Source: an optimization exercise on an open RTL-to-GDS flow (aim: small area and few clock cycles). Production flows keep margins and buffers that such runs may drop.
Where RTL was checked, it was by simulation tests only, not by an equivalence proof against the original.
The RTL of runs 7 and 8 was laid out without a check of its function.
Power and IR drop assume default switching activity.

==> design.v <==
`timescale 1ns/1ps
package ka_pkg;
	localparam int WORD_W = 36;
	localparam int ADDR_W = 18;
	localparam int FM_ADDR_W = 4;
	localparam int FM_WORDS = 1 << FM_ADDR_W;
	localparam int NXM_CYCLES = 64;
	localparam int NXM_CNT_W = $clog2(NXM_CYCLES);
	typedef logic [0:WORD_W-1] word_t;
	typedef logic [WORD_W-ADDR_W:WORD_W-1] addr_t;
	typedef logic [WORD_W-FM_ADDR_W:WORD_W-1] fm_addr_t;
	typedef enum logic [1:0] {
		KS_IDLE,
		KS_WAIT_FM,	 
		KS_WAIT_CORE,	 
		KS_FINISH	 
	} key_state_t;
	typedef enum logic [1:0] {
		MC_IDLE,
		MC_ADR_WAIT,	 
		MC_RD_WAIT,
		MC_WR_RS	 
	} mc_state_t;
endpackage
`timescale 1ns/1ps
import ka_pkg::*;
module ka_top (
	input logic clk,
	input logic pi_reset,
	input logic key_exa,
	input logic key_ex_nxt,
	input logic key_dep,
	input logic key_dep_nxt,
	input logic fm_enable_sw,
	input ka_pkg::addr_t as,
	input ka_pkg::word_t ds,
	output ka_pkg::word_t ar,
	output ka_pkg::addr_t ma,
	output logic key_busy,
	output logic key_done,
	output logic nxm,
	input logic membus_addr_ack,
	input logic membus_rd_rs,
	input ka_pkg::word_t membus_mb_in,
	output logic membus_rq_cyc,
	output logic membus_rd_rq,
	output logic membus_wr_rq,
	output logic membus_wr_rs,
	output ka_pkg::addr_t membus_ma,
	output ka_pkg::word_t membus_mb_out
);
	localparam int FA = WORD_W - FM_ADDR_W;	 
	localparam logic [5:0] LFSR_SEED = 6'b000001;
	localparam logic [5:0] LFSR_TERM = 6'b100000;
	localparam logic [5:0] LFSR_NXM = 6'b000010;
	ka_pkg::word_t rw [0:FM_WORDS-1];
	logic rv [0:FM_WORDS-1];	 
	logic [3:0] ptr;
	ka_pkg::word_t ar_q;
	logic inflight;	 
	logic dep_f;
	logic fm_wait;	 
	logic fm_done;	 
	logic rq_pend;	 
	logic rd_wait;	 
	logic [5:0] lfsr;
	logic key_any;
	logic key_next;
	logic key_dep_any;
	logic accept;
	logic to_fm;
	ka_pkg::addr_t ma_next;
	logic rd_end;
	logic nxm_end;
	logic rq_start;
	logic [3:0] d_acc;
	logic [3:0] d_cur;
	logic al_acc;
	logic al_cur;
	logic [1:0] tap_sel;
	logic rd_now;
	logic ld_tap;
	logic s_ds;
	logic s_mb;
	logic s_q;
	logic fm_wr;
	ka_pkg::word_t ar_d;
	assign key_any = key_exa | key_ex_nxt | key_dep | key_dep_nxt;
	assign key_next = ~key_exa & (key_ex_nxt | ~key_dep & key_dep_nxt);
	assign key_dep_any = ~key_exa & ~key_ex_nxt & (key_dep | key_dep_nxt);
	assign ma_next = key_next ? ma + 1'b1 : as;	 
	assign to_fm = fm_enable_sw && ma_next[WORD_W-ADDR_W:FA-1] == '0;
	assign rd_end = rd_wait & membus_rd_rs;
	assign nxm_end = inflight & nxm & lfsr == LFSR_NXM;
	assign membus_wr_rs = membus_rq_cyc & dep_f & membus_addr_ack;
	assign key_done = fm_done | nxm_end | membus_wr_rs | rd_end;
	assign key_busy = inflight & ~key_done;
	assign accept = key_any & ~key_busy;
	assign membus_rd_rq = membus_rq_cyc & ~dep_f;
	assign membus_wr_rq = membus_rq_cyc & dep_f;
	assign membus_ma = ma;
	assign membus_mb_out = ar_q;
	assign ar = rd_end ? membus_mb_in : ar_q;
	assign d_acc = ptr - ma_next[FA:WORD_W-1];
	assign d_cur = ptr - ma[FA:WORD_W-1];
	assign al_acc = key_dep_any ? d_acc[2:0] == '0 : d_acc[1:0] == '0;
	assign al_cur = dep_f ? d_cur[2:0] == '0 : d_cur[1:0] == '0;
	assign tap_sel = accept ? d_acc[3:2] : d_cur[3:2];
	assign rd_now = fm_wait & ~dep_f & al_cur;
	assign ld_tap = ~pi_reset & (accept ? ~key_dep_any & to_fm & al_acc : rd_now);
	assign s_ds = ~pi_reset & accept & key_dep_any;
	assign s_mb = ~pi_reset & ~accept & rd_end;
	assign s_q = ~pi_reset & ~accept & ~rd_now & ~rd_end;
	always_comb begin
		ar_d = ({WORD_W{s_ds}} & ds) | ({WORD_W{s_mb}} & membus_mb_in) |
			({WORD_W{s_q}} & ar_q);
		for (int j = 0; j < 4; j++)
			ar_d = ar_d | ({WORD_W{ld_tap & tap_sel == 2'(j) & rv[4*j]}} & rw[4*j]);
	end
	always_ff @(posedge clk)
		ar_q <= ar_d;
	assign fm_wr = fm_done & dep_f;
	always_ff @(posedge clk) begin
		for (int i = 0; i < FM_WORDS; i++) begin
			if (i % 8 == 2 && fm_wr && d_cur[3] == 1'(i / 8)) begin
				rw[i] <= ar_q;
				rv[i] <= ~pi_reset;
			end else begin
				rw[i] <= rw[(i + FM_WORDS - 1) % FM_WORDS];
				rv[i] <= ~pi_reset & rv[(i + FM_WORDS - 1) % FM_WORDS];
			end
		end
	end
	assign rq_start = accept & ~to_fm & ~membus_wr_rs | rq_pend;
	always_ff @(posedge clk)
		lfsr <= rq_start ? LFSR_SEED : {lfsr[4:0], lfsr[5] ^ lfsr[4]};
	always_ff @(posedge clk) begin
		if (pi_reset) begin
			ptr <= '0;
			inflight <= 1'b0;
			fm_wait <= 1'b0;
			fm_done <= 1'b0;
			rq_pend <= 1'b0;
			rd_wait <= 1'b0;
			membus_rq_cyc <= 1'b0;
			ma <= '0;
			nxm <= 1'b0;
		end else begin
			ptr <= ptr + 1'b1;
			fm_done <= 1'b0;
			rq_pend <= 1'b0;
			if (key_done)
				inflight <= 1'b0;
			if (fm_wait && al_cur) begin
				fm_wait <= 1'b0;
				fm_done <= 1'b1;
			end
			if (rq_pend)
				membus_rq_cyc <= 1'b1;
			if (membus_rq_cyc) begin
				if (membus_addr_ack) begin
					membus_rq_cyc <= 1'b0;
					rd_wait <= ~dep_f;
				end else if (lfsr == LFSR_TERM) begin
					membus_rq_cyc <= 1'b0;
					nxm <= 1'b1;
				end
			end
			if (rd_end)
				rd_wait <= 1'b0;
			if (accept) begin
				inflight <= 1'b1;
				ma <= ma_next;
				dep_f <= key_dep_any;
				nxm <= 1'b0;
				if (to_fm) begin
					if (al_acc)
						fm_done <= 1'b1;
					else
						fm_wait <= 1'b1;
				end else if (membus_wr_rs)
					rq_pend <= 1'b1;
				else
					membus_rq_cyc <= 1'b1;
			end
		end
	end
endmodule
==> flow/run.sh <==
#!/bin/bash
# The standard layout with three changes: ABC maps for area (no buffering or
# sizing, which the placement repair does anyway), the ports get the smallest
# buffer, and the clock tree uses clkbuf_8 leaves without dummy loads.
set -euo pipefail
cd "$(dirname "$0")/.."
W=$PWD
rm -rf "$W/scripts_mod"
cp -r "$FLOW_HOME/scripts" "$W/scripts_mod"
cp "$W/flow/abc_area.script" "$W/scripts_mod/abc_speed.script"
export SCRIPTS_DIR="$W/scripts_mod"
export BUFFER_PORTS_ARGS="-buffer_cell sky130_fd_sc_hd__buf_1"
export CTS_ARGS="-sink_clustering_enable -repair_clock_nets -dont_use_dummy_load -buf_list sky130_fd_sc_hd__clkbuf_4 -sink_clustering_size 10 -sink_clustering_max_diameter 40"
bash standard.sh > standard_flow.log 2>&1
==> flow/abc_area.script <==
&get -n
&st
&dch
&nf -R 1000
&put
==> standard.sh <==
#!/bin/bash
# synth_recipe.tcl (not shown) runs the flow's synth.tcl, then flattens the netlist and writes it again
# the make line also repeats each setting of config.mk as NAME=value (left out here)
make -C /OpenROAD-flow-scripts/flow DESIGN_CONFIG=/design/flow/config.mk WORK_HOME=/design/flow/orfs CLKGATE_MAP_FILE= SYNTH_SCRIPT=/design/flow/synth_recipe.tcl "${@:-finish}"
==> config.mk <==
export PLATFORM = sky130hd
export DESIGN_NAME = ka_top
export DESIGN_NICKNAME = ka_top
export VERILOG_FILES = /design/flow/design.v
export SDC_FILE = /design/flow/constraint.sdc
export NUM_CORES = 4
export LEC_CHECK = 0
export CAP_MARGIN = 20
export CORE_MARGIN = 2
export CORE_UTILIZATION = 60
export SLEW_MARGIN = 20
==> constraint.sdc <==
create_clock -name core_clock -period 10.0 [get_ports {clk}]
set_input_delay 2.0000 -clock core_clock [delete_from_list [all_inputs] [get_ports {clk}]]
set_output_delay 2.0000 -clock core_clock [all_outputs]
set_load 0.01 [all_outputs]
==> impl_metrics.py, run 1 <==
metrics = {
    "outcome": {
        "outcome": "complete, no violations",
    },
    "clock_network": {
        "clkTransAtPathRegs_ps": 100,
        "holdBufCountCts": 0,
        "cts_buffers": 78,
        "cts.sinks": 664,
        "cts-resized-gates": 0,
        "htreeDepth": 3,
        "cts_root_buf": "clkbuf_4",
        "cts.path.max_buffers": 3,
        "post_cts_buffers": 0,
        "clk_latency_ps": 690,
        "cts_tree": "built",
    },
    "grt": {
        "grt_max_degree": 38,
        "first_global_vias": 9263,
        "grt.total_usage": 0.206,
        "grt_pass1_wl_mm": 49.3,
        "grt_overflow": 0,
        "grt_antenna_before_repair": 1,
    },
    "worst_setup_path": {
        "worst-setup-path-type": "in -> reg",
        "cp_num_buf_inv": 3,
        "crit_chain": "buf_1 > nand2_1 > clkinv_1 > nor4_1 > and2_0 > a21oi_1 > nand2b_1 > clkinv_1 > nand3_1 > o21ai_0 > and3_2 > a222oi_1 > nand3_1",
        "cp_top_family": "simple AND/OR/NAND/NOR gates",
        "critPathMaxStageDelay_ps": 950,
        "required_ps": 10540,
        "cp_max_fo": 36,
        "cp.arrival_ps": 6100,
        "end_kind": "flop",
        "cp-start-kind": "primary input",
        "slowest_stage": "and3_2",
    },
    "yosys": {
        "post_synth_instance_area_mm2": 0.0171,
        "async_reset_ff_frac": 0,
        "synthCells": 1168,
        "synth_cell_types": 33,
        "yosysWarnings": 3,
        "synth_top_cell_by_area": "dfxtp_1",
        "seq_area_frac_synth": 0.778,
        "syn-num-nets": 1278,
        "synth_ff_type": "dfxtp_1",
        "synth_edf_count": 1,
        "ys_seq_elements": 664,
        "netlist.area_leader.share": 0.776,
        "syn_area_per_cell_um2": 14.6,
        "netlist_top_cells_area": "dfxtp_1 (78%), mux2_1 (7.1%), a222oi_1 (4.2%), nand2_1 (1.3%), nand3_1 (1.3%)",
    },
    "floorplanning": {
        "rows": 61,
        "core-area_mm2": 0.0279,
        "dieHeight_um": 173,
        "start_util": 0.612,
        "io_pins": 214,
        "dieArea_mm2": 0.0299,
        "die_w_um": 173,
    },
    "timing": {
        "finalCriticalPeriod_ps": 5550,
        "setup_viol": 0,
        "grt_setup_unrepaired": "no",
        "min_period_over_period": 0.555,
        "finalSetupTns_ps": 0,
        "worst_pin_slew_ps": 1100,
        "fmax_mhz": 180,
        "hold_violations": 0,
        "report.final.slew_viol_count": 0,
        "maxSlewHeadroom": 0.266,
        "final.setup_skew_ps": 116,
    },
    "power": {
        "peakVddDrop_mv": 0.134,
        "power_density_mw_per_mm2": 209,
        "p_leak_uw": 0.00752,
    },
    "route": {
        "drc": 0,
        "wl_per_cell_um": 17.0,
        "dr.pass1.iters": 6,
        "antenna_left": 0,
        "avgViaCountPerCell": 5.25,
        "drt-initial-drc-count": 779,
        "vias": 9620,
        "routed_wl_mm": 31.1,
    },
    "cells_and_area": {
        "layout.nets": 1564,
        "drive_gt1_frac": 0.0682,
        "multiInputGateArea_mm2": 0.00364,
        "final-seq-area_mm2": 0.0133,
        "finalNonFillerCells": 1831,
        "area_growth_pct": 10.8,
        "nFillCells": 2150,
    },
    "min_path": {
        "hold_class": "reg -> reg",
    },
    "run": {
        "drv_cap": 0,
    },
    "placed_design": {
        "placedCellCount": 1752,
        "dp.final_hpwl_mm": 18.4,
        "io_buffers": 213,
        "gp_congestion": 0.806,
    },
}
## Yosys cell counts (all sizes together), types with 8 or more instances
cell      n
dfxtp   663
mux2    108
a222oi   72
nand2    60
nand3    45
nor2     36
a21oi    23
buf      18
clkinv   17
nor2b    16
xnor2    16
a22o     13
o21ai    12
ha       10
nor4     10
and2      8
xor2      8
## where the power goes
group | leakage, µW | internal, µW | total, µW | switching, µW
logic | 0.00180 | 66.7 | 167 | 101
registers | 0.00536 | 2660 | 2690 | 29.1
clock network | 0.000359 | 361 | 1100 | 736
## final cells by class
cell class	instances	area share
Multi-Input combinational cell	469	0.192
Clock buffer	78	0.0309
Inverter	17	0.00337
Tap cell	378	0.0250
Antenna cell	1	0.000132
Sequential cell	664	0.702
Timing Repair Buffer	224	0.0466
## per-layer routing
metal  vias up  GRT usage  share of wire
li1       4685          -              -
met1      4611      0.299           0.49
met2       280      0.318           0.44
met3        44     0.0361          0.055
met4         0     0.0639          0.016
met5         -          0              0
## cell families (layout without fill, tap and decap cells)
family                   after synthesis  in the layout  share of synthesized area
AO/OA/AOI/OAI                        126            126                     0.0618
XOR/XNOR                              24             24                     0.0123
adder cells (fa/ha/maj)               11             11                    0.00849
buffers and inverters                 35            319                     0.0116
flip-flops                           664            664                      0.778
multiplexers                         111            111                     0.0729
other                                  0              1                          0
AND/OR/NAND/NOR                      197            197                     0.0550
## cell usage in the layout (no fill, tap or decap), drive strengths merged, types with 2 or more instances in the layout
master	n
and2	8
and3	3
a22o	13
xor2	8
nand3	45
buf	224
nor4	10
nor3	6
mux2	108
dfxtp	663
and4	3
a21oi	23
nor2	36
a222oi	72
nor2b	16
xnor2	16
mux2i	3
nand2	60
nand2b	2
o21ai	12
clkinv	17
nand4	6
ha	10
clkbuf	78
## worst paths after layout
path                    from    endpoint  slack, ps  cells past startpoint
max reg2reg          lfsr[4]    ar_q[12]       5300                     14
min reg2reg       rw[10][20]  rw[11][20]        290                      0
max          membus_addr_ack    ar_q[12]       4450                     13
min               rw[10][20]  rw[11][20]        290                      0
## sequential cells by signal, summed over array words and instances, names as in the netlist
name           flops
rw               576
ar_q              36
ma                18
rv                16
lfsr               6
ptr                4
dep_f              1
fm_done            1
fm_wait            1
inflight           1
membus_rq_cyc      1
nxm                1
rd_wait            1
rq_pend            1
## per-stage QoR
stage          hold WS [ps]  utilization  instance area [µm²]  total power [µW]  setup WS (ps)
2_1_floorplan           310            -                17100              2860           2990
3_3_place_gp            310        0.657                18400              2920           4080
3_5_place_dp            312        0.657                18400              2920           3830
4_1_cts                 287        0.678                18900              4000           4500
5_1_grt                 282        0.678                18900              4130           4030
6_report                292        0.678                18900              3960           4450
Testbench counts, summed over its fixed seeds: cycles 30,042.
==> run 2, diff against run 1 <==
--- a/flow/run.sh
+++ b/flow/run.sh
@@ -11,4 +11,4 @@
 export SCRIPTS_DIR="$W/scripts_mod"
 export BUFFER_PORTS_ARGS="-buffer_cell sky130_fd_sc_hd__buf_1"
-export CTS_ARGS="-sink_clustering_enable -repair_clock_nets -dont_use_dummy_load -buf_list sky130_fd_sc_hd__clkbuf_4 -sink_clustering_size 10 -sink_clustering_max_diameter 40"
+export CTS_ARGS="-sink_clustering_enable -repair_clock_nets -dont_use_dummy_load -buf_list sky130_fd_sc_hd__clkbuf_8 -sink_clustering_size 20 -sink_clustering_max_diameter 45"
 bash standard.sh > standard_flow.log 2>&1
==> impl_metrics.py, run 2 <==
metrics = {
    "yosys": {
        "synth.most_common_cell": "dfxtp_1",
        "synth_top_cell_by_area": "dfxtp_1",
        "netlist.area_leader.share": 0.776,
        "synth_edf_count": 1,
        "syn_area_per_cell_um2": 14.6,
        "synthCells": 1168,
        "syn-num-nets": 1278,
        "synth.top_cells.by_count": "dfxtp_1 (663), mux2_1 (108), a222oi_1 (72)",
        "synth_ff_type": "dfxtp_1",
        "yosysWarnings": 3,
        "seq_area_frac_synth": 0.778,
        "synth_cell_types": 33,
        "ys_seq_elements": 664,
        "async_reset_ff_frac": 0,
        "netlist_top_cells_area": "dfxtp_1 (78%), mux2_1 (7.1%), a222oi_1 (4.2%), nand2_1 (1.3%), nand3_1 (1.3%)",
        "post_synth_instance_area_mm2": 0.0171,
    },
    "clock_network": {
        "cts.sinks": 664,
        "cts_root_buf": "clkbuf_8",
        "cts_tree": "built",
        "cts_buffers": 47,
        "cts-resized-gates": 0,
        "holdBufCountCts": 0,
        "clk_latency_ps": 600,
        "post_cts_buffers": 0,
        "cts.path.max_buffers": 3,
        "clkTransAtPathRegs_ps": 90,
        "htreeDepth": 2,
    },
    "route": {
        "avgViaCountPerCell": 5.24,
        "vias": 9434,
        "wl_per_cell_um": 17.2,
        "drc": 0,
        "routed_wl_mm": 30.9,
        "dr.pass1.iters": 6,
        "antenna_left": 0,
        "drt-initial-drc-count": 780,
    },
    "cells_and_area": {
        "final_common_cell": "dfxtp_1",
        "nFillCells": 2127,
        "design_area_mm2": 0.0190,
        "top_regs": "rw x576, ar_q x36, ma x18",
        "drive_gt1_frac": 0.0479,
        "final_core_util": 0.680,
        "diodes": 0,
        "top_register": "rw",
        "area_growth_pct": 11.2,
        "layout.nets": 1533,
        "final_cell_mix": "dfxtp_1 (663), buf_1 (213), mux2_1 (108), a222oi_1 (72), nand2_1 (60)",
        "largest_reg_flops": 576,
    },
    "placed_design": {
        "postPlaceCellArea_mm2": 0.0184,
        "gp_congestion": 0.806,
        "dp.final_hpwl_mm": 18.4,
        "io_buffers": 213,
        "dpl_worst_slack_ps": 3830,
    },
    "timing": {
        "worst_pin_slew_ps": 1090,
        "hold_violations": 0,
        "report.final.slew_viol_count": 0,
        "final.setup_skew_ps": 106,
        "maxSlewHeadroom": 0.269,
        "fmax_mhz": 178,
        "min_period_over_period": 0.561,
        "finalSetupTns_ps": 0,
        "grt_setup_unrepaired": "no",
        "setup_ws_ps": 4390,
        "finalCriticalPeriod_ps": 5610,
        "setup_viol": 0,
    },
    "worst_setup_path": {
        "cp_max_fo": 36,
        "cp_top_family": "simple AND/OR/NAND/NOR gates",
        "slowest_stage": "and3_2",
        "required_ps": 10460,
        "critPathMaxStageDelay_ps": 940,
        "worst-setup-path-type": "in -> reg",
        "crit_chain": "buf_1 > nand2_1 > clkinv_1 > nor4_1 > and2_0 > a21oi_1 > nand2b_1 > clkinv_1 > nand3_1 > o21ai_0 > and3_2 > a222oi_1 > nand3_1",
        "cp_num_buf_inv": 3,
        "cp.arrival_ps": 6070,
        "cp-start-kind": "primary input",
        "end_kind": "flop",
    },
    "floorplanning": {
        "core-area_mm2": 0.0279,
        "dieArea_mm2": 0.0299,
        "rows": 61,
        "io_pins": 214,
        "die_w_um": 173,
        "start_util": 0.612,
        "dieHeight_um": 173,
    },
    "grt": {
        "grt_pass1_wl_mm": 48.8,
        "grt_max_degree": 38,
        "grt_overflow": 0,
        "grt.total_usage": 0.204,
        "grt_antenna_before_repair": 0,
        "first_global_vias": 9066,
    },
    "run": {
        "drv_cap": 0,
    },
    "power": {
        "peakVddDrop_mv": 0.134,
        "power_density_mw_per_mm2": 211,
        "p_leak_uw": 0.00749,
        "p_total_uw": 4010,
    },
    "outcome": {
        "outcome": "complete, no violations",
    },
    "min_path": {
        "hold_class": "reg -> reg",
    },
}
-- run 2: cell counts after synthesis --
Identical to the previous run, type by type.
-- run 2: cells by family after synthesis --
logic type	count (synthesis)	share of synthesized area
and+or+nand+nor	197	0.0550
buffers and inverters	35	0.0116
AOI/OAI and AO/OA	126	0.0618
muxes	111	0.0729
DFF	664	0.778
adders and majority gates	11	0.00849
xor gates and xnor gates	24	0.0123
-- run 2: layout make-up --
cell class	count	area, µm²	share of cell area
clock buffer	47	647	0.0340
inverter	17	63.8	0.00336
multi-input combinational	469	3640	0.191
sequential	664	13300	0.700
tap	378	473	0.0249
timing repair buffer	224	882	0.0464
-- run 2: worst paths after layout --
check                   from        end  slack [ps]  cells after the start
max reg2reg          lfsr[4]   ar_q[20]        5370                     14
min                rw[5][20]  rw[6][20]         270                      0
max          membus_addr_ack   ar_q[20]        4390                     13
min reg2reg        rw[5][20]  rw[6][20]         270                      0
-- run 2: per-stage QoR --
| step | hold slack, ps | instances |
|---|---|---|
| after floorplan | 310 | 1168 |
| after global placement | 310 | 1752 |
| after detailed placement | 312 | 1752 |
| after CTS | 274 | 1799 |
| after global routing | 283 | 1799 |
| final | 269 | 1799 |
-- run 2: metal layers --
metal | up-vias | wire length, µm | track usage
met4 | 0 | 589 | 0.0523
met2 | 250 | 13700 | 0.322
met1 | 4543 | 15100 | 0.296
met3 | 47 | 1480 | 0.0295
met5 | - | 0 | 0
li1 | 4594 | - | -
-- run 2: report_power, final --
group	leakage, µW	switching [µW]	internal, µW
registers	0.00536	29.0	2660
clock network	0.000338	726	422
logic	0.00180	100	66.7
-- run 2: worst reg2reg max path, delay by kind of cell, from the launching register on --
kind                       cells  cell delay [ps]
buffers and inverters          2              460
AOI/OAI and AO/OA              3             1390
and+or+nand+nor                8             2240
DFF                            1              310
adders and majority gates      1              140
==> run 3, diff against run 2 <==
--- a/flow/run.sh
+++ b/flow/run.sh
@@ -11,4 +11,4 @@
 export SCRIPTS_DIR="$W/scripts_mod"
 export BUFFER_PORTS_ARGS="-buffer_cell sky130_fd_sc_hd__buf_1"
-export CTS_ARGS="-sink_clustering_enable -repair_clock_nets -dont_use_dummy_load -buf_list sky130_fd_sc_hd__clkbuf_8 -sink_clustering_size 20 -sink_clustering_max_diameter 45"
+export CTS_ARGS="-sink_clustering_enable -repair_clock_nets -dont_use_dummy_load -buf_list sky130_fd_sc_hd__clkbuf_8 -sink_clustering_size 18 -sink_clustering_max_diameter 50"
 bash standard.sh > standard_flow.log 2>&1
==> impl_metrics.py, run 3 <==
metrics = {
    "clock_network": {
        "cts_buffers": 45,
        "cts.path.max_buffers": 3,
        "cts.sinks": 664,
        "holdBufCountCts": 0,
        "cts-resized-gates": 0,
        "cts_tree": "built",
        "post_cts_buffers": 0,
        "clkTransAtPathRegs_ps": 100,
        "cts_root_buf": "clkbuf_8",
        "htreeDepth": 2,
        "clk_latency_ps": 600,
    },
    "worst_setup_path": {
        "required_ps": 10490,
        "crit_start": "membus_addr_ack",
        "cp.arrival_ps": 6080,
        "slowest_stage": "and3_2",
        "r2r_start": "lfsr[4]",
        "r2r_slack_ps": 5350,
        "critPathMaxStageDelay_ps": 940,
        "crit_end": "ar_q[16]",
        "crit_chain": "buf_1 > nand2_1 > clkinv_1 > nor4_1 > and2_0 > a21oi_1 > nand2b_1 > clkinv_1 > nand3_1 > o21ai_0 > and3_2 > a222oi_1 > nand3_1",
        "cp-start-kind": "primary input",
        "r2r_end": "ar_q[16]",
        "cp_max_fo": 36,
        "reg2regPathDepth": 14,
        "worst-setup-path-type": "in -> reg",
        "end_kind": "flop",
    },
    "floorplanning": {
        "dieHeight_um": 173,
        "start_util": 0.612,
        "core-area_mm2": 0.0279,
        "die_w_um": 173,
        "rows": 61,
        "dieArea_mm2": 0.0299,
        "io_pins": 214,
    },
    "yosys": {
        "synth.most_common_cell": "dfxtp_1",
        "syn_area_per_cell_um2": 14.6,
        "post_synth_instance_area_mm2": 0.0171,
        "yosysWarnings": 3,
        "synthCells": 1168,
        "netlist_top_cells_area": "dfxtp_1 (78%), mux2_1 (7.1%), a222oi_1 (4.2%), nand2_1 (1.3%), nand3_1 (1.3%)",
        "async_reset_ff_frac": 0,
        "synth_cell_types": 33,
        "synth_edf_count": 1,
        "syn-num-nets": 1278,
        "synth_ff_type": "dfxtp_1",
        "synth.top_cells.by_count": "dfxtp_1 (663), mux2_1 (108), a222oi_1 (72)",
        "ys_seq_elements": 664,
        "synth_top_cell_by_area": "dfxtp_1",
        "netlist.area_leader.share": 0.776,
        "seq_area_frac_synth": 0.778,
    },
    "placed_design": {
        "gp_congestion": 0.806,
        "placedCellCount": 1752,
        "io_buffers": 213,
        "dp.final_hpwl_mm": 18.4,
    },
    "cells_and_area": {
        "final_common_cell": "dfxtp_1",
        "layout.nets": 1531,
        "diodes": 0,
        "top_register": "rw",
        "final_cell_mix": "dfxtp_1 (663), buf_1 (213), mux2_1 (108), a222oi_1 (72), nand2_1 (60)",
        "largest_reg_flops": 576,
        "nFillCells": 2126,
        "finalNonFillerCells": 1797,
        "top_regs": "rw x576, ar_q x36, ma x18",
        "area_growth_pct": 11.0,
        "drive_gt1_frac": 0.0465,
    },
    "power": {
        "power_density_mw_per_mm2": 210,
        "p_leak_uw": 0.00748,
        "peakVddDrop_mv": 0.167,
    },
    "run": {
        "drv_cap": 0,
    },
    "grt": {
        "grt_antenna_before_repair": 0,
        "first_global_vias": 9046,
        "grt.total_usage": 0.203,
        "use_met1": 0.295,
        "grt_max_degree": 38,
        "top_usage_layer": "met2",
        "grt_pass1_wl_mm": 48.7,
        "use_met2": 0.323,
        "grt_overflow": 0,
        "met3_usage": 0.0310,
    },
    "timing": {
        "setup_viol": 0,
        "finalCriticalPeriod_ps": 5580,
        "report.final.slew_viol_count": 0,
        "maxSlewHeadroom": 0.258,
        "min_period_over_period": 0.558,
        "final.setup_skew_ps": 88.5,
        "worst_pin_slew_ps": 1110,
        "hold_violations": 0,
        "whs_ps": 294,
        "finalSetupTns_ps": 0,
        "grt_setup_unrepaired": "no",
        "fmax_mhz": 179,
    },
    "route": {
        "dr.pass1.iters": 9,
        "antenna_left": 0,
        "drt-initial-drc-count": 822,
        "vias": 9419,
        "avgViaCountPerCell": 5.24,
        "routed_wl_mm": 30.8,
        "drc": 0,
        "wl_per_cell_um": 17.1,
    },
    "outcome": {
        "outcome": "complete, no violations",
    },
    "min_path": {
        "min_path_cells": 0,
        "hold_class": "reg -> reg",
    },
}
run 3: worst min path at each step:
stage                     startpoint         end  slack (ps)
after floorplan            rw[15][0]    rw[0][0]         310
after global placement    rw[14][35]  rw[15][35]         310
after detailed placement   rw[3][28]   rw[4][28]         310
after CTS                  rw[6][23]   rw[7][23]         290
after global routing       rw[2][21]   rw[3][21]         310
final                      rw[6][23]   rw[7][23]         290
run 3: cell families (layout without fill, tap and decap cells):
group | count (synthesis) | count (layout) | synth area share
AO/OA/AOI/OAI | 126 | 126 | 0.0618
XOR/XNOR | 24 | 24 | 0.0123
adder cells (fa/ha/maj) | 11 | 11 | 0.00849
buffers and inverters | 35 | 286 | 0.0116
flip-flops | 664 | 664 | 0.778
multiplexers | 111 | 111 | 0.0729
AND/OR/NAND/NOR | 197 | 197 | 0.0550
run 3: power breakdown:
group	switching, µW	internal [µW]	total, µW
Clock	720	406	1130
Sequential	29.0	2660	2690
Combinational	101	66.7	167
run 3: worst max-delay path: cells and delay by family:
family | cells | cell delay, ps
AND/OR/NAND/NOR | 7 | 2020
AO/OA/AOI/OAI | 3 | 1360
buffers and inverters | 3 | 650
run 3: per-stage QoR:
stage / util / area [µm²] / total power [µW] / setup slack (ps)
2_1_floorplan: - / 17100 / 2860 / 2990
3_3_place_gp: 0.657 / 18400 / 2920 / 4080
3_5_place_dp: 0.657 / 18400 / 2920 / 3830
4_1_cts: 0.679 / 19000 / 4030 / 4460
5_1_grt: 0.679 / 19000 / 4150 / 3960
6_report: 0.679 / 19000 / 3990 / 4420
run 3: cell type report:
cell class                      instances  area, µm²  share of cell area
Sequential cell                       664      13300               0.701
Multi-Input combinational cell        469       3640               0.192
Timing Repair Buffer                  224        882              0.0465
Clock buffer                           45        619              0.0326
Tap cell                              378        473              0.0249
Inverter                               17       63.8             0.00336
run 3: layer usage:
metal  part of all wire  routed length (µm)
met3              0.048                1480
met1               0.49               15000
met5                  0                   0
met2               0.45               13900
met4              0.016                 480
==> run 4, diff against run 3 <==
--- a/design.v
+++ b/design.v
@@ -82,5 +82,4 @@
 	logic ld_tap;
 	logic s_ds;
-	logic s_mb;
 	logic s_q;
 	logic fm_wr;
@@ -101,5 +100,5 @@
 	assign membus_ma = ma;
 	assign membus_mb_out = ar_q;
-	assign ar = rd_end ? membus_mb_in : ar_q;
+	assign ar = ar_q | {WORD_W{rd_end}} & membus_mb_in;
 	assign d_acc = ptr - ma_next[FA:WORD_W-1];
 	assign d_cur = ptr - ma[FA:WORD_W-1];
@@ -110,9 +109,7 @@
 	assign ld_tap = ~pi_reset & (accept ? ~key_dep_any & to_fm & al_acc : rd_now);
 	assign s_ds = ~pi_reset & accept & key_dep_any;
-	assign s_mb = ~pi_reset & ~accept & rd_end;
-	assign s_q = ~pi_reset & ~accept & ~rd_now & ~rd_end;
+	assign s_q = ~pi_reset & ~accept & ~rd_now;
 	always_comb begin
-		ar_d = ({WORD_W{s_ds}} & ds) | ({WORD_W{s_mb}} & membus_mb_in) |
-			({WORD_W{s_q}} & ar_q);
+		ar_d = ({WORD_W{s_ds}} & ds) | ({WORD_W{s_q}} & ar);
 		for (int j = 0; j < 4; j++)
 			ar_d = ar_d | ({WORD_W{ld_tap & tap_sel == 2'(j) & rv[4*j]}} & rw[4*j]);
==> flow/abc_area.script (replaced) <==
&get -n
&st
&b
&dch
&nf -R 1000
&put
==> impl_metrics.py, run 4 <==
metrics = {
    "power": {
        "power_density_mw_per_mm2": 214,
        "p_leak_uw": 0.00764,
        "peakVddDrop_mv": 0.155,
    },
    "yosys": {
        "synth_mux_area_frac": 0.0490,
        "synth_cell_types": 37,
        "synth.most_common_cell": "dfxtp_1",
        "yosys.area_share.simple": 0.0455,
        "synth_edf_count": 1,
        "ys_seq_elements": 664,
        "netlist_top_cells_area": "dfxtp_1 (79%), mux2_1 (4.8%), a222oi_1 (4.3%), a21o_1 (1.6%), nand2_1 (1.4%)",
        "synth-adder-area-share": 0.00866,
        "post_synth_instance_area_mm2": 0.0168,
        "seq_area_frac_synth": 0.794,
        "async_reset_ff_frac": 0,
        "netlist.area_leader.share": 0.792,
        "synthCells": 1130,
        "synth_xor_area_frac": 0.0120,
        "syn-num-nets": 1240,
        "synth_top_family_by_area": "compound AO/OA/AOI/OAI gates",
        "syn_area_per_cell_um2": 14.8,
        "synth.top_cells.by_count": "dfxtp_1 (663), a222oi_1 (72), mux2_1 (72)",
        "synth_ff_type": "dfxtp_1",
        "yosysWarnings": 3,
        "synth-compound-area-share": 0.0794,
        "synth_top_cell_by_area": "dfxtp_1",
    },
    "clock_network": {
        "cts-resized-gates": 0,
        "htreeDepth": 2,
        "clk_latency_ps": 590,
        "clkTransAtPathRegs_ps": 100,
        "cts_buffers": 46,
        "cts.sinks": 664,
        "cts.path.max_buffers": 3,
        "post_cts_buffers": 0,
        "cts_root_buf": "clkbuf_8",
        "holdBufCountCts": 0,
        "cts_tree": "built",
    },
    "floorplanning": {
        "core-area_mm2": 0.0276,
        "die_w_um": 171,
        "dieArea_mm2": 0.0293,
        "rows": 61,
        "start_util": 0.606,
        "dieHeight_um": 171,
        "io_pins": 214,
    },
    "timing": {
        "whs_ps": 293,
        "setup_viol": 0,
        "hold_violations": 0,
        "report.final.slew_viol_count": 0,
        "worst_pin_slew_ps": 924,
        "setup_ws_ps": 4490,
        "min_period_over_period": 0.551,
        "finalCriticalPeriod_ps": 5510,
        "maxSlewHeadroom": 0.384,
        "final.setup_skew_ps": 83.8,
        "finalSetupTns_ps": 0,
        "grt_setup_unrepaired": "no",
        "fmax_mhz": 181,
    },
    "cells_and_area": {
        "drive_gt1_frac": 0.0492,
        "layout.nets": 1494,
        "top_register": "rw",
        "final_cell_mix": "dfxtp_1 (663), buf_1 (213), mux2_1 (72), a222oi_1 (72), nand2_1 (64)",
        "top_regs": "rw x576, ar_q x36, ma x18",
        "largest_reg_flops": 576,
        "design_area_mm2": 0.0187,
        "final_core_util": 0.676,
        "diodes": 0,
        "final_common_cell": "dfxtp_1",
        "area_growth_pct": 11.5,
    },
    "worst_setup_path": {
        "crit_chain": "buf_1 > and2_2 > nor3_1 > o21ai_0 > clkinv_1 > nand2_1 > clkinv_1 > buf_1",
        "slowest_stage": "and2_2",
        "worst-setup-path-type": "in -> out",
        "reg2regPathDepth": 16,
        "cp_max_fo": 38,
        "cp_top_family": "simple AND/OR/NAND/NOR gates",
        "cp-start-kind": "primary input",
        "r2r_end": "ar_q[18]",
        "r2r_slack_ps": 5500,
        "end_kind": "output pin",
        "cp.arrival_ps": 3510,
        "required_ps": 8000,
        "critPathMaxStageDelay_ps": 750,
        "r2r_start": "ma[31]",
        "cp_num_buf_inv": 4,
    },
    "route": {
        "antenna_left": 0,
        "avgViaCountPerCell": 5.23,
        "vias": 9198,
        "drc": 0,
        "routed_wl_mm": 31.5,
        "drt-initial-drc-count": 857,
        "dr.pass1.iters": 8,
        "wl_per_cell_um": 17.9,
    },
    "grt": {
        "grt_pass1_wl_mm": 47.8,
        "grt_antenna_before_repair": 0,
        "grt.total_usage": 0.213,
        "first_global_vias": 8733,
        "grt_overflow": 0,
        "grt_max_degree": 39,
    },
    "min_path": {
        "min_path_cells": 0,
        "min_from": "rw[13][27]",
        "min_to": "rw[14][27]",
        "hold_class": "reg -> reg",
    },
    "placed_design": {
        "postPlaceCellArea_mm2": 0.0180,
        "io_buffers": 213,
        "dpl_worst_slack_ps": 3910,
        "dp.final_hpwl_mm": 19.6,
        "gp_congestion": 0.824,
    },
    "run": {
        "drv_cap": 0,
    },
    "outcome": {
        "outcome": "complete, no violations",
    },
}
## run 4: cell types whose count changed in the layout (fill, tap and decap cells not counted), moves of 3 or more
cell,change
nor4_1,-6
and3_1,+4
nor2_4,+4
o21ai_0,+6
xor2_1,+5
a21oi_1,-5
nand3_1,-34
xnor2_1,-6
nor2_1,-6
a21o_1,+35
mux2_1,-36
nand2_1,+4
nand3b_1,+3
## run 4: worst max-delay path by stage
stage                      start        to  slack, ps  cells past startpoint
floorplan                key_dep  ar_q[12]       3640                     15
global placement    membus_rd_rs  ar_q[24]       4120                     15
detailed placement  membus_rd_rs   ar_q[9]       3910                     15
CTS                 membus_rd_rs  key_busy       4450                      8
global route        membus_rd_rs  ar_q[30]       4240                     15
finish              membus_rd_rs  key_busy       4490                      8
## run 4: final cells by class
type | count | area (µm²)
clock buffers | 46 | 633
fillers | 2109 | 8950
inverters | 15 | 56.3
multi-input cells | 433 | 3330
flip-flops and latches | 664 | 13300
well taps | 378 | 473
repair buffers | 224 | 882
## run 4: worst register-to-register path, delay by kind of cell (launching register included)
kind | cells | cell delay (ps)
buffers and inverters | 1 | 410
AO/OA/AOI/OAI | 3 | 490
XOR/XNOR | 1 | 130
flip-flops | 1 | 490
AND/OR/NAND/NOR | 11 | 2920
## run 4: kinds of logic (layout without fill, tap and decap cells)
kind of cell             count (synthesis)  after routing
multiplexers                            73             73
buffers and inverters                   33            285
adder cells (fa/ha/maj)                 11             11
AND/OR/NAND/NOR                        163            163
AO/OA/AOI/OAI                          163            163
XOR/XNOR                                23             23
flip-flops                             664            664
## run 4: per-stage QoR
stage                     total power (µW)  cells
final                                 4000   1760
after global routing                  4150   1760
after global placement                2920   1714
after floorplan                       2850   1130
after detailed placement              2920   1714
after CTS                             4030   1760
## run 4: layer usage
layer | vias to the layer above | GRT usage | wire [µm]
li1 | 4434 | - | -
met1 | 4392 | 0.312 | 15100
met3 | 42 | 0.0324 | 2080
met5 | - | 0 | 0
met2 | 330 | 0.333 | 13800
met4 | 0 | 0.0582 | 558
## run 4: report_power, final
group | total (µW) | internal [µW] | switching (µW)
sequential | 2690 | 2670 | 28.4
combinational | 171 | 65.3 | 106
clock | 1130 | 414 | 718
Testbench counts of run 4, summed over its fixed seeds: cycles 30,042.
==> run 5, diff against run 4 <==
==> flow/abc_area.script (replaced) <==
&get -n
&st
&dch
&nf -R 1000
&put
==> impl_metrics.py, run 5 <==
metrics = {
    "floorplanning": {
        "dieArea_mm2": 0.0296,
        "core-area_mm2": 0.0278,
        "io_pins": 214,
        "dieHeight_um": 172,
        "start_util": 0.611,
        "rows": 61,
        "die_w_um": 172,
    },
    "worst_setup_path": {
        "cp.arrival_ps": 6430,
        "crit_top_cell": "nand2_1",
        "cp_max_fo": 38,
        "crit_chain": "buf_1 > and2_2 > nor4_1 > and2_0 > a21oi_1 > nand2b_1 > clkinv_1 > nand2_1 > o31ai_1 > and4_2 > a222oi_1 > nand2_1",
        "slowest_stage": "and4_2",
        "worst-setup-path-type": "in -> reg",
        "cp-start-kind": "primary input",
        "critPathMaxStageDelay_ps": 1080,
        "required_ps": 10490,
        "end_kind": "flop",
    },
    "timing": {
        "worst_pin_slew_ps": 1130,
        "fmax_mhz": 168,
        "setup_viol": 0,
        "maxSlewHeadroom": 0.244,
        "finalSetupTns_ps": 0,
        "final.setup_skew_ps": 85.5,
        "hold_violations": 0,
        "report.final.slew_viol_count": 0,
        "grt_setup_unrepaired": "no",
        "finalCriticalPeriod_ps": 5940,
        "min_period_over_period": 0.594,
    },
    "yosys": {
        "syn_area_per_cell_um2": 14.6,
        "synth_cell_types": 35,
        "synth.most_common_cell": "dfxtp_1",
        "yosysWarnings": 3,
        "synth.top_cells.by_count": "dfxtp_1 (663), mux2_1 (74), nand2_1 (63)",
        "synth_top_cell_by_area": "dfxtp_1",
        "synth_edf_count": 1,
        "netlist.area_leader.share": 0.782,
        "ys_seq_elements": 664,
        "netlist_top_cells_area": "dfxtp_1 (78%), mux2_1 (4.9%), a222oi_1 (2.1%), nor2b_1 (2.0%), a221oi_1 (1.9%)",
        "synth_ff_type": "dfxtp_1",
        "async_reset_ff_frac": 0,
        "post_synth_instance_area_mm2": 0.0170,
        "seq_area_frac_synth": 0.784,
        "synthCells": 1164,
        "syn-num-nets": 1274,
    },
    "grt": {
        "grt_antenna_before_repair": 0,
        "first_global_vias": 8630,
        "grt_pass1_wl_mm": 46.9,
        "grt_max_degree": 39,
        "grt.total_usage": 0.206,
        "grt_overflow": 0,
    },
    "clock_network": {
        "htreeDepth": 2,
        "cts-resized-gates": 0,
        "cts_buffers": 45,
        "post_cts_buffers": 0,
        "clkTransAtPathRegs_ps": 100,
        "cts.sinks": 664,
        "holdBufCountCts": 0,
        "cts.path.max_buffers": 3,
        "clk_latency_ps": 590,
        "cts_tree": "built",
        "cts_root_buf": "clkbuf_8",
    },
    "route": {
        "avgViaCountPerCell": 5.09,
        "antenna_left": 0,
        "vias": 9104,
        "routed_wl_mm": 30.5,
        "dr.pass1.iters": 5,
        "drc": 0,
        "wl_per_cell_um": 17.1,
        "drt-initial-drc-count": 599,
    },
    "min_path": {
        "hold_class": "reg -> reg",
    },
    "cells_and_area": {
        "final-seq-area_mm2": 0.0133,
        "top_regs": "rw x576, ar_q x36, ma x18",
        "design_area_mm2": 0.0188,
        "final_common_cell": "dfxtp_1",
        "drive_gt1_frac": 0.0433,
        "final_cell_mix": "dfxtp_1 (663), buf_1 (213), mux2_1 (74), nand2_1 (63), nor2b_1 (52)",
        "area_growth_pct": 10.8,
        "top_register": "rw",
        "nFillCells": 2092,
        "diodes": 0,
        "largest_reg_flops": 576,
        "multiInputGateArea_mm2": 0.00352,
        "layout.nets": 1522,
    },
    "placed_design": {
        "io_buffers": 213,
        "dp.final_hpwl_mm": 18.1,
        "postPlaceCellArea_mm2": 0.0182,
        "gp_congestion": 0.856,
    },
    "outcome": {
        "outcome": "complete, no violations",
    },
    "power": {
        "p_leak_uw": 0.00767,
        "power_density_mw_per_mm2": 212,
        "peakVddDrop_mv": 0.154,
    },
    "run": {
        "drv_cap": 0,
    },
}
run 5: changes by cell type after synthesis, moves of 4 or more:
cell | before | now
nor2b_1 | 18 | 53
nand3_1 | 11 | 7
a222oi_1 | 72 | 36
o21ai_0 | 18 | 11
a221oi_1 | 1 | 36
xor2_1 | 13 | 8
nor3_1 | 7 | 3
nor4_1 | 3 | 9
xnor2_1 | 10 | 16
run 5: metal layers:
metal | vias to the layer above | track usage | part of all wire
met5 | - | 0 | 0
met4 | 0 | 0.0643 | 0.020
met3 | 55 | 0.0323 | 0.050
met2 | 240 | 0.320 | 0.44
met1 | 4311 | 0.300 | 0.49
li1 | 4498 | - | -
run 5: critical path, delay by kind of cell:
| kind | cells | cell delay, ps |
|---|---|---|
| buf+inv | 2 | 390 |
| simple gates | 7 | 2820 |
| compound gates | 3 | 1210 |
run 5: final cells by class:
class | instances | share of cell area
Sequential cell | 664 | 0.708
Multi-Input combinational cell | 470 | 0.187
Timing Repair Buffer | 219 | 0.0449
Clock buffer | 45 | 0.0329
Tap cell | 378 | 0.0252
Inverter | 12 | 0.00240
run 5: path summary, 6_finish.rpt:
path | start | to | slack (ps) | depth (start not counted)
setup / recovery | membus_rd_rs | ar_q[6] | 4060 | 12
hold / removal | rw[15][20] | rw[0][20] | 300 | 0
setup reg to reg | rd_wait | ar_q[6] | 5180 | 11
hold reg to reg | rw[15][20] | rw[0][20] | 300 | 0
run 5: kinds of logic after synthesis:
logic type / Yosys count / synth area share
AO/OA/AOI/OAI: 157 / 0.0737
XOR/XNOR: 24 / 0.0124
adder cells (fa/ha/maj): 11 / 0.00856
buffers and inverters: 30 / 0.0106
flip-flops: 664 / 0.784
multiplexers: 78 / 0.0515
AND/OR/NAND/NOR: 200 / 0.0590
run 5: power breakdown:
| group | internal (µW) | total (µW) | switching, µW |
|---|---|---|---|
| clock | 405 | 1120 | 718 |
| combinational | 67.9 | 166 | 98.0 |
| sequential | 2660 | 2690 | 28.9 |
run 5: through the flow:
step / setup slack, ps / util / power [µW] / hold WS, ps / instances
2_1_floorplan: 4080 / - / 2860 / 310 / 1164
3_3_place_gp: 3700 / 0.654 / 2920 / 310 / 1743
3_5_place_dp: 3490 / 0.654 / 2920 / 312 / 1743
4_1_cts: 4080 / 0.677 / 4030 / 298 / 1788
5_1_grt: 3660 / 0.677 / 4150 / 299 / 1788
6_report: 4060 / 0.677 / 3980 / 296 / 1788
==> run 6, diff against run 5 <==
==> flow/abc_area.script (replaced) <==
&get -n
&st
&syn3
&dch
&nf -R 1000
&put
==> impl_metrics.py, run 6 <==
metrics = {
    "outcome": {
        "outcome": "complete, no violations",
    },
    "cells_and_area": {
        "final-seq-area_mm2": 0.0133,
        "nFillCells": 2157,
        "diodes": 0,
        "final_common_cell": "dfxtp_1",
        "layout.nets": 1487,
        "multiInputGateArea_mm2": 0.00330,
        "drive_gt1_frac": 0.0436,
        "top_register": "rw",
        "final_cell_mix": "dfxtp_1 (663), buf_1 (213), mux2_1 (72), a222oi_1 (72), nand2_1 (63)",
        "area_growth_pct": 10.9,
        "largest_reg_flops": 576,
        "final_core_util": 0.673,
        "top_regs": "rw x576, ar_q x36, ma x18",
    },
    "clock_network": {
        "cts_tree": "built",
        "cts_root_buf": "clkbuf_8",
        "cts_buffers": 45,
        "cts-resized-gates": 0,
        "clk_latency_ps": 590,
        "cts.path.max_buffers": 3,
        "holdBufCountCts": 0,
        "htreeDepth": 2,
        "post_cts_buffers": 0,
        "cts.sinks": 664,
        "clkTransAtPathRegs_ps": 100,
    },
    "worst_setup_path": {
        "critPathMaxStageDelay_ps": 910,
        "required_ps": 10500,
        "cp_num_buf_inv": 1,
        "worst-setup-path-type": "in -> reg",
        "cp_max_fo": 36,
        "crit_chain": "buf_1 > a21oi_1 > nor2_4 > nand2_1 > o21ai_0 > nand3_1 > nor4_1 > nand4b_1 > nor4_1 > and4b_1 > a31oi_1 > or2_0 > nor2_1 > and3_2 > a222oi_1 > nand2_1",
        "cp_top_family": "simple AND/OR/NAND/NOR gates",
        "slowest_stage": "and3_2",
        "end_kind": "flop",
        "cp.arrival_ps": 6160,
        "cp-start-kind": "primary input",
    },
    "route": {
        "wl_per_cell_um": 17.5,
        "routed_wl_mm": 30.7,
        "vias": 9098,
        "antenna_left": 0,
        "avgViaCountPerCell": 5.19,
        "drt-initial-drc-count": 762,
        "drc": 0,
        "dr.pass1.iters": 6,
    },
    "floorplanning": {
        "dieArea_mm2": 0.0293,
        "die_w_um": 171,
        "start_util": 0.607,
        "io_pins": 214,
        "rows": 61,
        "dieHeight_um": 171,
        "core-area_mm2": 0.0276,
    },
    "yosys": {
        "netlist.area_leader.share": 0.792,
        "synth_cell_types": 36,
        "yosysWarnings": 3,
        "syn_area_per_cell_um2": 14.8,
        "synth_edf_count": 1,
        "synth.most_common_cell": "dfxtp_1",
        "synthCells": 1130,
        "seq_area_frac_synth": 0.794,
        "netlist_top_cells_area": "dfxtp_1 (79%), mux2_1 (4.8%), a222oi_1 (4.3%), a21o_1 (1.7%), nand2_1 (1.4%)",
        "syn-num-nets": 1240,
        "synth.top_cells.by_count": "dfxtp_1 (663), a222oi_1 (72), mux2_1 (72)",
        "post_synth_instance_area_mm2": 0.0168,
        "async_reset_ff_frac": 0,
        "synth_top_cell_by_area": "dfxtp_1",
        "synth_ff_type": "dfxtp_1",
        "ys_seq_elements": 664,
    },
    "power": {
        "peakVddDrop_mv": 0.154,
        "power_density_mw_per_mm2": 214,
        "p_total_uw": 3980,
        "p_leak_uw": 0.00765,
    },
    "placed_design": {
        "io_buffers": 213,
        "dp.final_hpwl_mm": 17.9,
        "gp_congestion": 0.811,
    },
    "timing": {
        "finalCriticalPeriod_ps": 5660,
        "final.setup_skew_ps": 73.7,
        "report.final.slew_viol_count": 0,
        "maxSlewHeadroom": 0.277,
        "grt_setup_unrepaired": "no",
        "hold_violations": 0,
        "setup_viol": 0,
        "finalSetupTns_ps": 0,
        "worst_pin_slew_ps": 1080,
        "fmax_mhz": 177,
        "min_period_over_period": 0.566,
    },
    "grt": {
        "grt_antenna_before_repair": 0,
        "first_global_vias": 8570,
        "grt_overflow": 0,
        "grt.total_usage": 0.210,
        "grt_max_degree": 38,
        "grt_pass1_wl_mm": 47.2,
    },
    "run": {
        "drv_cap": 0,
    },
    "min_path": {
        "hold_class": "reg -> reg",
    },
}
[run 6: logic make-up after synthesis]
logic type                 after synthesis  share of synthesized area
DFF                                    664                      0.794
adders and majority gates               11                    0.00866
and+or+nand+nor                        161                     0.0459
AOI/OAI and AO/OA                      164                     0.0791
xor gates and xnor gates                23                     0.0120
muxes                                   73                     0.0490
buffers and inverters                   34                     0.0116
[run 6: path summary, 6_finish.rpt]
path	from	end	slack, ps	depth (start not counted)
min	rw[14][23]	rw[15][23]	300	0
min reg2reg	rw[14][23]	rw[15][23]	300	0
max	key_dep_nxt	ar_q[0]	4340	16
max reg2reg	ma[34]	ar_q[0]	5300	17
[run 6: through the flow]
step	instance area [µm²]	setup WS [ps]	cells	hold WS, ps
after detailed placement	18000	3490	1708	312
after global routing	18600	3930	1753	305
final	18600	4340	1753	297
after CTS	18600	4090	1753	302
after floorplan	16800	4130	1130	310
after global placement	18000	3570	1708	310
[run 6: final cells by class]
class                           count  share of cell area
Clock buffer                       45              0.0333
Inverter                           16             0.00323
Tap cell                          378              0.0254
Multi-Input combinational cell    432               0.178
Sequential cell                   664               0.715
Timing Repair Buffer              218              0.0450
[run 6: per-layer routing]
metal | vias up | part of all wire | GRT usage
li1 | 4427 | - | -
met1 | 4379 | 0.49 | 0.316
met2 | 248 | 0.43 | 0.315
met3 | 44 | 0.060 | 0.0372
met4 | 0 | 0.016 | 0.0542
met5 | - | 0 | 0
[run 6: power by group]
part	leakage, µW	switching (µW)	total [µW]	internal [µW]
Sequential	0.00536	26.0	2690	2660
Clock	0.000324	721	1130	406
Combinational	0.00197	100	163	63.2
Total	0.00765	847	3980	3130
==> run 7, diff against run 6 <==
--- a/design.v
+++ b/design.v
@@ -51,4 +51,6 @@
 );
 	localparam int FA = WORD_W - FM_ADDR_W;	 
+	localparam int NW = 4;
+	localparam logic [4*NW-1:0] WA = {4'd12, 4'd8, 4'd4, 4'd0};	 
 	localparam logic [5:0] LFSR_SEED = 6'b000001;
 	localparam logic [5:0] LFSR_TERM = 6'b100000;
@@ -84,4 +86,7 @@
 	logic s_q;
 	logic fm_wr;
+	logic wal_acc;
+	logic wal_cur;
+	logic wsel;
 	ka_pkg::word_t ar_d;
 	assign key_any = key_exa | key_ex_nxt | key_dep | key_dep_nxt;
@@ -103,6 +108,14 @@
 	assign d_acc = ptr - ma_next[FA:WORD_W-1];
 	assign d_cur = ptr - ma[FA:WORD_W-1];
-	assign al_acc = key_dep_any ? d_acc[2:0] == '0 : d_acc[1:0] == '0;
-	assign al_cur = dep_f ? d_cur[2:0] == '0 : d_cur[1:0] == '0;
+	always_comb begin
+		wal_acc = 1'b0;
+		wal_cur = 1'b0;
+		for (int m = 0; m < NW; m++) begin
+			wal_acc = wal_acc | d_acc == WA[4*m +: 4];
+			wal_cur = wal_cur | d_cur == WA[4*m +: 4];
+		end
+	end
+	assign al_acc = key_dep_any ? wal_acc : d_acc[1:0] == '0;
+	assign al_cur = dep_f ? wal_cur : d_cur[1:0] == '0;
 	assign tap_sel = accept ? d_acc[3:2] : d_cur[3:2];
 	assign rd_now = fm_wait & ~dep_f & al_cur;
@@ -120,5 +133,9 @@
 	always_ff @(posedge clk) begin
 		for (int i = 0; i < FM_WORDS; i++) begin
-			if (i % 8 == 2 && fm_wr && d_cur[3] == 1'(i / 8)) begin
+			wsel = 1'b0;
+			for (int m = 0; m < NW; m++)
+				if (i == int'(WA[4*m +: 4]) + 2 && d_cur == WA[4*m +: 4] + 4'd1)
+					wsel = 1'b1;
+			if (fm_wr && wsel) begin
 				rw[i] <= ar_q;
 				rv[i] <= ~pi_reset;
==> flow/abc_area.script (replaced) <==
&get -n
&st
&dch
&nf -R 1000
&put
==> impl_metrics.py, run 7 <==
metrics = {
    "clock_network": {
        "holdBufCountCts": 0,
        "clkTransAtPathRegs_ps": 100,
        "post_cts_buffers": 0,
        "cts.path.max_buffers": 3,
        "clk_latency_ps": 590,
        "cts_root_buf": "clkbuf_8",
        "htreeDepth": 2,
        "cts-resized-gates": 0,
        "cts.sinks": 664,
        "cts_buffers": 46,
        "cts_tree": "built",
    },
    "power": {
        "power_density_mw_per_mm2": 204,
        "peakVddDrop_mv": 0.160,
        "p_leak_uw": 0.00819,
    },
    "route": {
        "routed_wl_mm": 34.3,
        "antenna_left": 0,
        "avgViaCountPerCell": 5.27,
        "dr.pass1.iters": 5,
        "wl_per_cell_um": 18.2,
        "drc": 0,
        "drt-initial-drc-count": 538,
        "vias": 9904,
    },
    "placed_design": {
        "io_buffers": 213,
        "dp.final_hpwl_mm": 20.1,
        "gp_congestion": 0.822,
    },
    "yosys": {
        "synth_top_cell_by_area": "dfxtp_1",
        "netlist_top_cells_area": "dfxtp_1 (75%), mux2_1 (9.2%), a222oi_1 (2.0%), nor2b_1 (1.8%), a221oi_1 (1.8%)",
        "synth-compound-area-share": 0.0733,
        "synth_top_family_by_area": "multiplexers",
        "synth-adder-area-share": 0.00815,
        "synth.most_common_cell": "dfxtp_1",
        "synth_edf_count": 1,
        "ys_seq_elements": 664,
        "yosysWarnings": 3,
        "post_synth_instance_area_mm2": 0.0178,
        "synth_mux_area_frac": 0.0923,
        "synth_xor_area_frac": 0.0118,
        "async_reset_ff_frac": 0,
        "syn_area_per_cell_um2": 14.3,
        "synth_ff_type": "dfxtp_1",
        "synth.top_cells.by_count": "dfxtp_1 (663), mux2_1 (145), nand2_1 (69)",
        "seq_area_frac_synth": 0.747,
        "netlist.area_leader.share": 0.746,
        "synthCells": 1241,
        "yosys.area_share.simple": 0.0560,
        "syn-num-nets": 1351,
        "synth_cell_types": 39,
    },
    "cells_and_area": {
        "final-seq-area_mm2": 0.0133,
        "nFillCells": 2241,
        "final_cell_mix": "dfxtp_1 (663), buf_1 (213), mux2_1 (145), nand2_1 (67), nor2b_1 (51)",
        "layout.nets": 1603,
        "multiInputGateArea_mm2": 0.00434,
        "top_regs": "rw x576, ar_q x36, ma x18",
        "top_register": "rw",
        "largest_reg_flops": 576,
        "area_growth_pct": 10.6,
        "drive_gt1_frac": 0.0449,
        "final_common_cell": "dfxtp_1",
        "diodes": 0,
    },
    "timing": {
        "final.setup_skew_ps": 60.7,
        "maxSlewHeadroom": 0.232,
        "whs_ps": 286,
        "fmax_mhz": 166,
        "min_period_over_period": 0.603,
        "hold_violations": 0,
        "setup_viol": 0,
        "report.final.slew_viol_count": 0,
        "finalSetupTns_ps": 0,
        "finalCriticalPeriod_ps": 6030,
        "grt_setup_unrepaired": "no",
        "worst_pin_slew_ps": 1150,
    },
    "worst_setup_path": {
        "cp_max_fo": 38,
        "worst-setup-path-type": "in -> reg",
        "required_ps": 10510,
        "cp.arrival_ps": 6540,
        "end_kind": "flop",
        "reg2regPathDepth": 13,
        "cp-start-kind": "primary input",
    },
    "grt": {
        "grt_pass1_wl_mm": 52.8,
        "first_global_vias": 9388,
        "grt_max_degree": 39,
        "grt_antenna_before_repair": 0,
        "grt_overflow": 0,
        "grt.total_usage": 0.219,
    },
    "floorplanning": {
        "dieArea_mm2": 0.0311,
        "die_w_um": 176,
        "dieHeight_um": 176,
        "rows": 63,
        "start_util": 0.605,
        "io_pins": 214,
        "core-area_mm2": 0.0294,
    },
    "min_path": {
        "min_path_cells": 0,
        "hold_class": "reg -> reg",
    },
    "outcome": {
        "outcome": "complete, no violations",
    },
    "run": {
        "drv_cap": 0,
    },
}
-- run 7: changes by cell type in the layout (fill, tap and decap cells not counted), moves of 10 or more --
| cell | change |
|---|---|
| a221oi_1 | +36 |
| nor2b_1 | +33 |
| a222oi_1 | -36 |
| mux2_1 | +73 |
| xor2_1 | -10 |
| xnor2_1 | +11 |
-- run 7: area by class of cell --
class                      instances  area share
inverter                          16     0.00305
clock buffer                      46      0.0322
tap                              390      0.0248
multi-input combinational        543       0.220
timing repair buffer             222      0.0440
sequential                       664       0.676
-- run 7: metrics by stage --
step / std cells / setup WS, ps / util / cell area (µm²) / power (µW)
after global placement: 1835 / 3630 / 0.648 / 19100 / 2910
after detailed placement: 1835 / 3320 / 0.648 / 19100 / 2910
after CTS: 1881 / 3950 / 0.670 / 19700 / 4050
after floorplan: 1241 / 4070 / - / 17800 / 2850
after global routing: 1881 / 3510 / 0.670 / 19700 / 4160
final: 1881 / 3970 / 0.670 / 19700 / 4010
-- run 7: path summary, 6_finish.rpt --
check	slack (ps)	startpoint	to
max	3970	membus_rd_rs	ar_q[28]
min	290	rw[3][24]	rw[4][24]
max reg2reg	5070	ma[34]	ar_q[28]
min reg2reg	290	rw[3][24]	rw[4][24]
-- run 7: kinds of logic (layout without fill, tap and decap cells) --
family | count (synthesis) | count (layout)
AND/OR/NAND/NOR | 197 | 197
flip-flops | 664 | 664
multiplexers | 146 | 146
XOR/XNOR | 24 | 24
buffers and inverters | 34 | 284
AO/OA/AOI/OAI | 165 | 165
adder cells (fa/ha/maj) | 11 | 11
-- run 7: routing by layer --
layer | GRT usage | up-vias | part of all wire | routed length, µm
li1 | - | 4809 | - | -
met1 | 0.323 | 4816 | 0.49 | 16800
met2 | 0.341 | 237 | 0.44 | 15300
met3 | 0.0349 | 42 | 0.049 | 1680
met4 | 0.0561 | 0 | 0.016 | 534
met5 | 0 | - | 0 | 0
-- run 7: power by group --
group          internal (µW)  switching (µW)  total, µW
combinational           66.2            96.8        163
sequential              2660            27.9       2690
clock                    415             740       1150
-- run 7: worst max-delay path: stages --
cell,delay (ps)
buf_1,60
and2_2,810
nor4_1,140
and2_0,270
a21oi_1,550
nand2b_1,220
clkinv_1,370
nand3_1,170
o31ai_1,410
and4_2,1100
a222oi_1,280
nand2_1,150
==> run 8, diff against run 7 <==
--- a/design.v
+++ b/design.v
@@ -84,4 +84,5 @@
 	logic ld_tap;
 	logic s_ds;
+	logic s_mb;
 	logic s_q;
 	logic fm_wr;
@@ -105,5 +106,5 @@
 	assign membus_ma = ma;
 	assign membus_mb_out = ar_q;
-	assign ar = ar_q | {WORD_W{rd_end}} & membus_mb_in;
+	assign ar = rd_end ? membus_mb_in : ar_q;
 	assign d_acc = ptr - ma_next[FA:WORD_W-1];
 	assign d_cur = ptr - ma[FA:WORD_W-1];
@@ -122,7 +123,9 @@
 	assign ld_tap = ~pi_reset & (accept ? ~key_dep_any & to_fm & al_acc : rd_now);
 	assign s_ds = ~pi_reset & accept & key_dep_any;
-	assign s_q = ~pi_reset & ~accept & ~rd_now;
+	assign s_mb = ~pi_reset & ~accept & rd_end;
+	assign s_q = ~pi_reset & ~accept & ~rd_now & ~rd_end;
 	always_comb begin
-		ar_d = ({WORD_W{s_ds}} & ds) | ({WORD_W{s_q}} & ar);
+		ar_d = ({WORD_W{s_ds}} & ds) | ({WORD_W{s_mb}} & membus_mb_in) |
+			({WORD_W{s_q}} & ar_q);
 		for (int j = 0; j < 4; j++)
 			ar_d = ar_d | ({WORD_W{ld_tap & tap_sel == 2'(j) & rv[4*j]}} & rw[4*j]);
==> impl_metrics.py, run 8 <==
metrics = {
    "cells_and_area": {
        "final_cell_mix": "dfxtp_1 (663), buf_1 (213), mux2_1 (180), a222oi_1 (72), nand2_1 (71)",
        "diodes": 0,
        "final_common_cell": "dfxtp_1",
        "top_register": "rw",
        "design_area_mm2": 0.0199,
        "largest_reg_flops": 576,
        "nFillCells": 2250,
        "final-seq-area_mm2": 0.0133,
        "drive_gt1_frac": 0.0478,
        "layout.nets": 1618,
        "top_regs": "rw x576, ar_q x36, ma x18",
        "area_growth_pct": 10.7,
        "multiInputGateArea_mm2": 0.00448,
    },
    "timing": {
        "fmax_mhz": 158,
        "final.setup_skew_ps": 71.6,
        "maxSlewHeadroom": 0.292,
        "setup_ws_ps": 3670,
        "min_period_over_period": 0.633,
        "finalCriticalPeriod_ps": 6330,
        "worst_pin_slew_ps": 1060,
        "setup_viol": 0,
        "finalSetupTns_ps": 0,
        "grt_setup_unrepaired": "no",
        "hold_violations": 0,
        "report.final.slew_viol_count": 0,
    },
    "power": {
        "peakVddDrop_mv": 0.141,
        "p_leak_uw": 0.00798,
        "power_density_mw_per_mm2": 201,
        "p_total_uw": 4000,
    },
    "clock_network": {
        "cts_tree": "built",
        "clk_latency_ps": 590,
        "cts-resized-gates": 0,
        "cts_root_buf": "clkbuf_8",
        "cts.sinks": 664,
        "clkTransAtPathRegs_ps": 100,
        "cts.path.max_buffers": 3,
        "holdBufCountCts": 0,
        "htreeDepth": 2,
        "post_cts_buffers": 0,
        "cts_buffers": 46,
    },
    "worst_setup_path": {
        "crit_chain": "buf_1 > and2_2 > buf_4 > nor4_1 > and2_0 > a21oi_1 > nand2b_1 > clkinv_1 > nand3_1 > o31ai_1 > nor3b_2 > buf_4 > a222oi_1 > nand3_1",
        "cp_top_family": "simple AND/OR/NAND/NOR gates",
        "slowest_stage": "a21oi_1",
        "cp_num_buf_inv": 4,
        "end_kind": "flop",
        "cp_max_fo": 38,
        "critPathMaxStageDelay_ps": 760,
        "cp.arrival_ps": 6840,
        "cp-start-kind": "primary input",
        "worst-setup-path-type": "in -> reg",
        "required_ps": 10520,
    },
    "outcome": {
        "outcome": "complete, no violations",
    },
    "floorplanning": {
        "dieHeight_um": 177,
        "die_w_um": 177,
        "core-area_mm2": 0.0296,
        "rows": 63,
        "io_pins": 214,
        "dieArea_mm2": 0.0313,
        "start_util": 0.607,
    },
    "yosys": {
        "netlist.area_leader.share": 0.740,
        "syn_area_per_cell_um2": 14.3,
        "post_synth_instance_area_mm2": 0.0179,
        "syn-num-nets": 1362,
        "synth.top_cells.by_count": "dfxtp_1 (663), mux2_1 (180), nand2_1 (73)",
        "synth.most_common_cell": "dfxtp_1",
        "netlist_top_cells_area": "dfxtp_1 (74%), mux2_1 (11%), a222oi_1 (4.0%), nand2_1 (1.5%), nand3_1 (1.2%)",
        "synth_ff_type": "dfxtp_1",
        "async_reset_ff_frac": 0,
        "synth_edf_count": 1,
        "ys_seq_elements": 664,
        "yosysWarnings": 3,
        "synth_top_cell_by_area": "dfxtp_1",
        "synthCells": 1252,
        "seq_area_frac_synth": 0.741,
        "synth_cell_types": 38,
    },
    "route": {
        "avgViaCountPerCell": 5.29,
        "vias": 10000,
        "drt-initial-drc-count": 731,
        "dr.pass1.iters": 6,
        "routed_wl_mm": 33.4,
        "wl_per_cell_um": 17.6,
        "antenna_left": 0,
        "drc": 0,
    },
    "placed_design": {
        "io_buffers": 213,
        "gp_congestion": 0.774,
        "dpl_worst_slack_ps": 3130,
        "postPlaceCellArea_mm2": 0.0192,
        "dp.final_hpwl_mm": 20.0,
    },
    "grt": {
        "grt_pass1_wl_mm": 52.1,
        "first_global_vias": 9547,
        "grt_antenna_before_repair": 0,
        "grt_max_degree": 39,
        "grt.total_usage": 0.213,
        "grt_overflow": 0,
    },
    "run": {
        "drv_cap": 0,
    },
    "min_path": {
        "hold_class": "reg -> reg",
    },
}
[run 8: cell types whose count changed in the layout (fill, tap and decap cells not counted), moves of 7 or more]
cell | previous run | this run
nand3_1 | 8 | 43
a221oi_1 | 36 | 0
a21o_1 | 38 | 1
a22o_1 | 14 | 7
a222oi_1 | 36 | 72
nor2b_1 | 51 | 14
mux2_1 | 145 | 180
a21oi_1 | 13 | 20
[run 8: final cells by class]
cell class                      count  share of cell area
Clock buffer                       46              0.0319
Inverter                           18             0.00340
Multi-Input combinational cell    552               0.225
Sequential cell                   664               0.670
Tap cell                          390              0.0246
Timing Repair Buffer              226              0.0452
[run 8: report_power, final]
group          internal (µW)  switching, µW  total [µW]  leakage (µW)
clock network            414            724        1140      0.000331
registers               2660           31.1        2690       0.00536
logic                   67.1            101         168       0.00229
[run 8: logic make-up after synthesis]
logic type | Yosys count | share of synthesized area
flops | 664 | 0.741
simple gates | 206 | 0.0547
mux | 182 | 0.114
compound gates | 129 | 0.0586
buf+inv | 36 | 0.0113
xor+xnor | 24 | 0.0117
fa+ha+maj | 11 | 0.00809
[run 8: layer usage]
layer / vias up / routed length, µm / GRT usage
met2: 242 / 15000 / 0.341
met1: 4843 / 16500 / 0.309
met3: 46 / 1520 / 0.0305
met5: - / 0 / 0
li1: 4906 / - / -
met4: 0 / 482 / 0.0492
[run 8: path summary, 6_finish.rpt]
kind / startpoint / end / slack [ps] / depth (start not counted)
hold / removal: rw[12][4] / rw[13][4] / 320 / 0
setup reg to reg: rd_wait / ar_q[29] / 4840 / 13
setup / recovery: membus_rd_rs / ar_q[29] / 3670 / 14
hold reg to reg: rw[12][4] / rw[13][4] / 320 / 0
[run 8: stage by stage]
stage / utilization / hold slack (ps) / instances
after floorplan: - / 310 / 1252
after CTS: 0.672 / 314 / 1896
final: 0.672 / 316 / 1896
after global placement: 0.651 / 310 / 1850
after global routing: 0.672 / 315 / 1896
after detailed placement: 0.651 / 312 / 1850

==> what the ideal ports hide <==
No port has a modelled driver above. Below, the same layouts with a new extraction and two added sets of constraints. Step 1, drivers: a clkbuf_16 drives clk and a buf_2 each remaining input, both assumed. Step 2, shift: input delay + t, output delay - t, t = (earliest + latest rising clock arrival at the registers) / 2. This alone moves slack from input paths to output paths. Three values: ideal, step 1, step 2; two values: the first two.
run | t (ns) | setup WS [ns] | worst register clock-pin slew, ns | cell pins on the clock port's net
run 1 | 0.679 | 4.446 / 4.465 / 3.786 | 0.11 / 0.11 | 1
run 2 | 0.595 | 4.390 / 4.414 / 3.819 | 0.11 / 0.11 | 1
run 3 | 0.604 | 4.415 / 4.436 / 3.833 | 0.10 / 0.10 | 1
run 4 | 0.591 | 4.490 / 4.468 / 4.025 | 0.10 / 0.10 | 1
run 5 | 0.593 | 4.056 / 4.081 / 3.489 | 0.10 / 0.10 | 1
run 6 | 0.601 | 4.335 / 4.319 / 3.750 | 0.10 / 0.10 | 1
run 7 | 0.607 | 3.972 / 3.998 / 3.391 | 0.11 / 0.11 | 1
run 8 | 0.598 | 3.672 / 3.697 / 3.100 | 0.10 / 0.10 | 1
After both steps every run listed still meets setup and hold. The setup slack of run 1, which loses most, moves by +0.019 ns with the drivers and by -0.660 ns with both steps.
